What follows belongs to an exercise in optimizing a design on an open flow for small area, a short achievable clock period and few clock cycles per item; a production flow would make more cautious choices. The RTL was checked by simulation tests, not by an equivalence proof against the original design. Power and IR drop assume default switching activity.

== wip/ember ==
Design dual_incremental_pi_speed_control, start of the top module:
module dual_incremental_pi_speed_control (
    input  wire                        aclk,
    input  wire                        aresetn,
    input  wire                        cfg_wr_en,
    input  wire [CFG_INDEX_WIDTH-1:0]  cfg_index,
    input  wire [CFG_DATA_WIDTH-1:0]   cfg_wr_data,
    input  wire                        s_tvalid,
    output logic                       s_tready,
    input  wire [IN_DATA_WIDTH-1:0]    s_tdata,
    output logic                       m_tvalid,
    input  wire                        m_tready,
    output logic [OUT_DATA_WIDTH-1:0]  m_tdata
);
    localparam int RW = DA_ROWS * (34 - DA_LOW);
    logic signed [15:0] ref_r;
    logic        [14:0] lim_r;
    logic signed [15:0] gna_r, gpa_r, gnb_r, gpb_r;
    logic signed [16:0] gsa_r, gsb_r;    
    always_ff @(posedge aclk) begin
        if (!aresetn) begin
            ref_r <= RESET_REFERENCE_SPEED;
            lim_r <= RESET_VOLTAGE_LIMIT;
  ...
For scale: ~5100 cells after synthesis, roughly 490 flip-flops, roughly 140 I/O pins, roughly 46000 sq um of cells after synthesis.
clock: 13.0 ns
lec_check: 0
abc_area: 1
cap_margin: 20
core_margin: 2
core_utilization: 40
slew_margin: 20
standard.sh (not shown) runs the stock make flow with config.mk's settings and CLKGATE_MAP_FILE= SYNTH_SCRIPT=/design/flow/synth_recipe.tcl, a recipe that flattens the netlist after the stock synthesis.
==> flow/flow/run.sh <==
#!/bin/bash
set -euo pipefail
MARGIN=$(cat flow/margin.txt)
bash standard.sh SETUP_SLACK_MARGIN=$MARGIN finish > standard.log 2>&1
==> flow/flow/margin.txt <==
8.7
Testbench counts of wip/ember, summed over its fixed seeds: cycles 48,528, items 48,000.
Relative to wip/ember, the following input files were edited for wip/zinc:
Settings: PLACE_DENSITY now 0.7, previously not set; CTS_BUF_LIST now sky130_fd_sc_hd__clkbuf_8, previously not set.
==> flow/flow/run.sh <==
#!/bin/bash
# The standard layout (standard.sh: the standard flow's synthesis and ORFS flow, unchanged
# scripts) with two settings changed:
#  - timing repair is asked to leave more setup slack than the clock period
#    needs (flow/margin.txt), so that paths end up shorter;
set -euo pipefail
MARGIN=$(cat flow/margin.txt)
bash standard.sh SETUP_SLACK_MARGIN=$MARGIN \
  "BUFFER_PORTS_ARGS=-buffer_cell sky130_fd_sc_hd__buf_2" finish > standard.log 2>&1
### Flow results
On wip/zinc: proportion of power drawn by the clock network is 2.2 points lower than what wip/ember gave. wip/zinc vs wip/ember: wire length on met3 up by a few percent. Re clock latency at the later pin of the worst-skew pair: wip/ember and wip/zinc aren't equal, and the higher value belongs to wip/zinc. Taking wip/ember as the reference point, the met2 layer usage reported by global route of wip/zinc falls by 0.71 points. Fmax of wip/zinc is on par with wip/ember. Against wip/ember, wip/zinc comes in 0.92 points lower on combined global-route utilization of all metal layers. Looking at wip/ember and wip/zinc, the final standard cell count with taps included and fillers excluded is a wash.
--- input diff wip/zinc..wip/nickel ---
Settings: PLACE_DENSITY no longer set, was 0.7.
==> flow/flow/margin.txt <==
8.8
[summary]
Looking at wip/zinc and wip/nickel, the total vias in the final route is a wash.
In wip/nickel, the largest fanout of any net on the critical path came out 1 above the value in wip/zinc.
Going from wip/zinc to wip/nickel, overall power now sits higher; switching power of the nets now sits higher; post-cts sizing count now sits higher.

========
dual_incremental_pi_speed_control again, from the RTL that the note above started with.
export LEC_CHECK = 0
export ABC_AREA = 1
export CAP_MARGIN = 20
export CORE_MARGIN = 2
export CORE_UTILIZATION = 40
export SLEW_MARGIN = 20
create_clock -name core_clock -period 13.0 [get_ports {aclk}]
==> flow/flow/run.sh <==
#!/bin/bash
# The standard layout (standard.sh: the standard flow's synthesis and ORFS flow, unchanged
# scripts) with two settings changed:
#  - timing repair is asked to leave more setup slack than the clock period
#    needs (flow/margin.txt), so that paths end up shorter;
set -euo pipefail
MARGIN=$(cat flow/margin.txt)
bash standard.sh SETUP_SLACK_MARGIN=$MARGIN \
  "BUFFER_PORTS_ARGS=-buffer_cell sky130_fd_sc_hd__buf_2" finish > standard.log 2>&1
==> flow/flow/margin.txt <==
8.7
Testbench counts at the start, summed over its fixed seeds: cycles 48,528, items 48,000.
Then changed:
==> flow/flow/margin.txt (replaced) <==
8.9
Final cell count rises by about 3%. Routed wire length rises by about 0.5%. Via count rose by 2.3%. Hold slack barely changes. Sequential cell count is unchanged. Die area does not change. Count of clock-buffer cells in the layout went up by 7. Total power went up by 1.1%. Critical path depth rose by 2. Setup slack is better by 0.22 ns. Global-route usage went down by 0.11 points.
Then changed:
==> flow/flow/margin.txt (replaced) <==
8.7
- CTS_BUF_LIST: default -> sky130_fd_sc_hd__clkbuf_8
After rerunning: Combinational power drops by about 4%; final area went down by 5.0%; hold slack gets worse by 0.011 ns; setup slack is worse by 0.15 ns; cell count falls by 2.0%; synthesized cell count does not change; fmax goes down by 3.4%.

==> re-timing with driven ports <==
How much do the figures lean on ideal ports? The routed layouts below were timed once more, with nothing changed but the port constraints. Step 1 (the two cells are an assumption about what drives the block):
set clk [get_ports {aclk}]
set_driving_cell -lib_cell sky130_fd_sc_hd__clkbuf_16 $clk
set_driving_cell -lib_cell sky130_fd_sc_hd__buf_2 [delete_from_list [all_inputs] $clk]
Step 2 times the ports against the registers' clock, not the clock port: input delays grow and output delays shrink by t, the midpoint of the rising clock arrivals with the driver on. Slacks: ideal ports / drivers / drivers and shift; pairs: ideal ports / drivers.
run	t, ns	slack for setup (ns)	worst hold slack (ns)	worst setup path after step 2
wip/ember	0.740	8.694 / 8.670 / 8.072	0.413 / 0.413 / 0.413	input to register
wip/zinc	0.777	8.700 / 8.680 / 8.186	0.404 / 0.404 / 0.404	input to register
wip/nickel	0.793	8.687 / 8.687 / 8.132	0.415 / 0.415 / 0.415	input to register
the first run of note 2	0.720	8.643 / 8.643 / 8.142	0.415 / 0.415 / 0.415	input to register
the second run of note 2	0.750	8.867 / 8.864 / 8.230	0.416 / 0.416 / 0.416	input to register
the third run of note 2	0.784	8.721 / 8.721 / 8.138	0.405 / 0.405 / 0.405	input to register
After both steps setup and hold are still met in every run listed. The setup slack of the second run of note 2, which loses most, moves by -0.003 ns with the drivers and by -0.637 ns with both steps.
